Context: an optimization exercise on an open-source flow, tuned for small area and a short achievable clock period. The choices shown serve that exercise and are no tape-out recipe.
The RTL was checked by simulation tests, not by an equivalence proof against the original design.
Power is estimated from default activity; no workload was simulated.

oak:
## mic_pdm_core
module mic_pdm_core #(
  parameter int CLK_DIV = 4,
  parameter int DECIM   = 128,
  parameter int FIFO_AW = 9
) (
  input  logic        clk,
  input  logic        reset,
  input  logic        cs,
  input  logic        read,
  input  logic        write,
  input  logic [4:0]  addr,
  input  logic [31:0] wr_data,
  output logic [31:0] rd_data,
  output logic        mic_clk,
  input  logic        mic_data,
  output logic        mic_lrsel
);
  localparam int W     = $clog2(DECIM + 1);
  localparam int BW    = $clog2(DECIM);
  localparam int DW    = $clog2(CLK_DIV);
  localparam int DEPTH = 2 ** FIFO_AW;
  localparam int CW    = FIFO_AW + 1;
  localparam int GAW   = FIFO_AW - 2;          
  localparam int NG    = 2 ** GAW;             
  localparam int CODEW = 29;                   
  localparam int TB    = 3;                    
  localparam int NTAP  = NG >> TB;
  localparam int QG    = 3;                    
  localparam logic [DW-1:0] DIV_LAST = DW'(CLK_DIV - 1);
  localparam logic [BW-1:0] BIT_LAST = BW'(DECIM - 1);
  logic          en;
  logic          clk_q;
  logic [DW-1:0] div;
  logic          sync1;
  logic          sync2;
  logic [BW-1:0] bit_cnt;
  logic [W-1:0]  ones_cnt;
  logic               ovf;
  logic [CW-1:0]      count;
  logic               empty_q;   
  logic               full_q;    
  logic               c1_q;      
  logic [FIFO_AW-1:0] tidx;      
  logic [FIFO_AW-1:0] xidx;      
  logic [GAW-1:0]     ph;        
  logic [W-1:0]       stage_q [4];         
  logic [W-1:0]       h0_q;      
  logic [CODEW-1:0]   ring [NG];
  logic [CODEW-1:0]   gq [QG];   
  logic [1:0]         gwp, grp;  
  logic [1:0]         gcnt;      
  logic               g_empty, g_full;
  logic [GAW-1:0]     fpos;      
  logic               at_tap;    
  logic [GAW:0]       na;        
  logic               na_eq1, na_ge2;
  ...
Settings: LEC_CHECK=0, ABC_AREA=1, CAP_MARGIN=20, CORE_MARGIN=2, CORE_UTILIZATION=70, SETUP_SLACK_MARGIN=4.1, SLEW_MARGIN=20, SYNTH_HIERARCHICAL=1, SYNTH_MINIMUM_KEEP_SIZE=0; clock period 7.5 ns.
standard.sh (not shown) runs the stock make flow with config.mk's settings and CLKGATE_MAP_FILE= SYNTH_SCRIPT=/design/flow/synth_recipe.tcl, a recipe that flattens the netlist after the stock synthesis.
==> flow/flow/run.sh <==
#!/bin/bash
# Standard ORFS layout with two changes:
#  - clock tree synthesis: larger sink clusters and no dummy loads;
#  - pin placement: the address pins and the read data pins are kept in one
#    group, so the combinational address-to-read-data paths stay short.
set -euo pipefail
export CTS_ARGS="-sink_clustering_enable -repair_clock_nets -dont_use_dummy_load -sink_clustering_size 18 -sink_clustering_max_diameter 50 -buf_list {sky130_fd_sc_hd__clkbuf_8 sky130_fd_sc_hd__clkbuf_16}"
grp="addr[0] addr[1] cs write"
for i in $(seq 0 17); do grp="$grp rd_data[$i]"; done
export PLACE_PINS_ARGS="-group_pins {$grp}"
bash standard.sh > standard.log 2>&1
oak finished every stage and its layout cleared the timing, DRC and antenna checks.
--- input diff oak..pine ---
- clearing ABC_AREA, which used to be 1
- swapping 4.1 for 4.4 in SETUP_SLACK_MARGIN
==> flow/flow/run.sh <==
#!/bin/bash
# Standard ORFS layout; only the clock tree synthesis arguments differ:
# larger sink clusters and no dummy loads.
set -euo pipefail
export CTS_ARGS="-sink_clustering_enable -repair_clock_nets -dont_use_dummy_load -sink_clustering_size 30 -sink_clustering_max_diameter 60"
bash standard.sh > standard.log 2>&1
--- outcome ---
Comparing pine and oak, the higher count of buffers added by post-CTS timing repair for setup is on pine. Effective utilization at floorplan: oak vs pine — no meaningful difference. Critical path data arrival time was lower in oak than in pine. In pine the wire length of the first global-routing pass turned out 1.9% higher than in oak.
### pine -> birch
- putting ABC_AREA at 1 where nothing was set
- swapping 4.4 for 4.1 in SETUP_SLACK_MARGIN
Findings:
No stage failed in birch, and the final checks on the layout all came back clean.
Looking at number of logic inverters in the finished layout across pine and birch, the one that comes out higher is birch.
Sequential share of layout area: birch higher than pine
| number of antenna diodes | lower: birch |
Looking only at routing usage on met3, and setting everything else aside, the lower value of pine and birch goes to birch.
Looking at initial antenna violation count, birch sits 8 lower than pine does.
Cell internal power dissipation delta (birch − pine): favourable
birch — final cell count about 7.5% higher, pine as reference
Total of fill cells in the finished design ended up 316 higher on birch than on pine.
### birch -> maple
- ABC_AREA: 1 -> unset
- CORE_UTILIZATION: 70 -> 82
Notes after the runs:
Higher CTS buffer count among birch and maple: birch. maple: aborted in clock tree synthesis (tool error). maple: per-instance average area after synthesis is about 10% higher than what birch reported. [maple] HPWL reported at the end of detailed placement rose 46% relative to birch.
The following lists how cedar was set up differently from maple:
- changing CORE_UTILIZATION from 82 to 70
[summary]
- On half-perimeter wire length after detailed placement, maple loses to cedar.
- cedar closes out successfully: all stages finished, all timing, DRC and antenna checks passed.
- Number of rows in the core area grows by a little under 10% when moving from maple to cedar.
- Delta (cedar minus maple): number of buffers created by CTS climbed 7; global placer's final weighted congestion dropped 0.045; count of placed standard cells including taps climbed 253.

static timing again, ports no longer ideal:
How much do the figures lean on ideal ports? The routed layouts below were timed once more, with nothing changed but the port constraints.
Step 1 (the two cells are an assumption about what drives the block):
set clk [get_ports {clk}]
set_driving_cell -lib_cell sky130_fd_sc_hd__clkbuf_16 $clk
set_driving_cell -lib_cell sky130_fd_sc_hd__buf_2 [delete_from_list [all_inputs] $clk]
Step 2 also shifts input and output timing later by t, the mid clock arrival at the registers, as if the neighbouring blocks saw the same clock.
Three values: ideal ports, drivers, drivers and shift; two values: the first two.
run | t (ns) | slack for setup (ns) | slew at the worst register clock pin (ns) | pins driven straight from the clock port
oak | 0.935 | 4.044 / 3.840 / 3.336 | 0.08 / 0.08 | 1
pine | 0.849 | 3.821 / 3.768 / 3.229 | 0.11 / 0.11 | 1
birch | 0.835 | 4.049 / 3.831 / 3.502 | 0.11 / 0.11 | 1
cedar | 0.853 | 3.972 / 3.737 / 3.200 | 0.12 / 0.12 | 1
After both steps setup and hold are still met in every run listed. For cedar, which loses most, drivers alone change the setup slack by -0.235 ns; drivers and shift together by -0.772 ns.
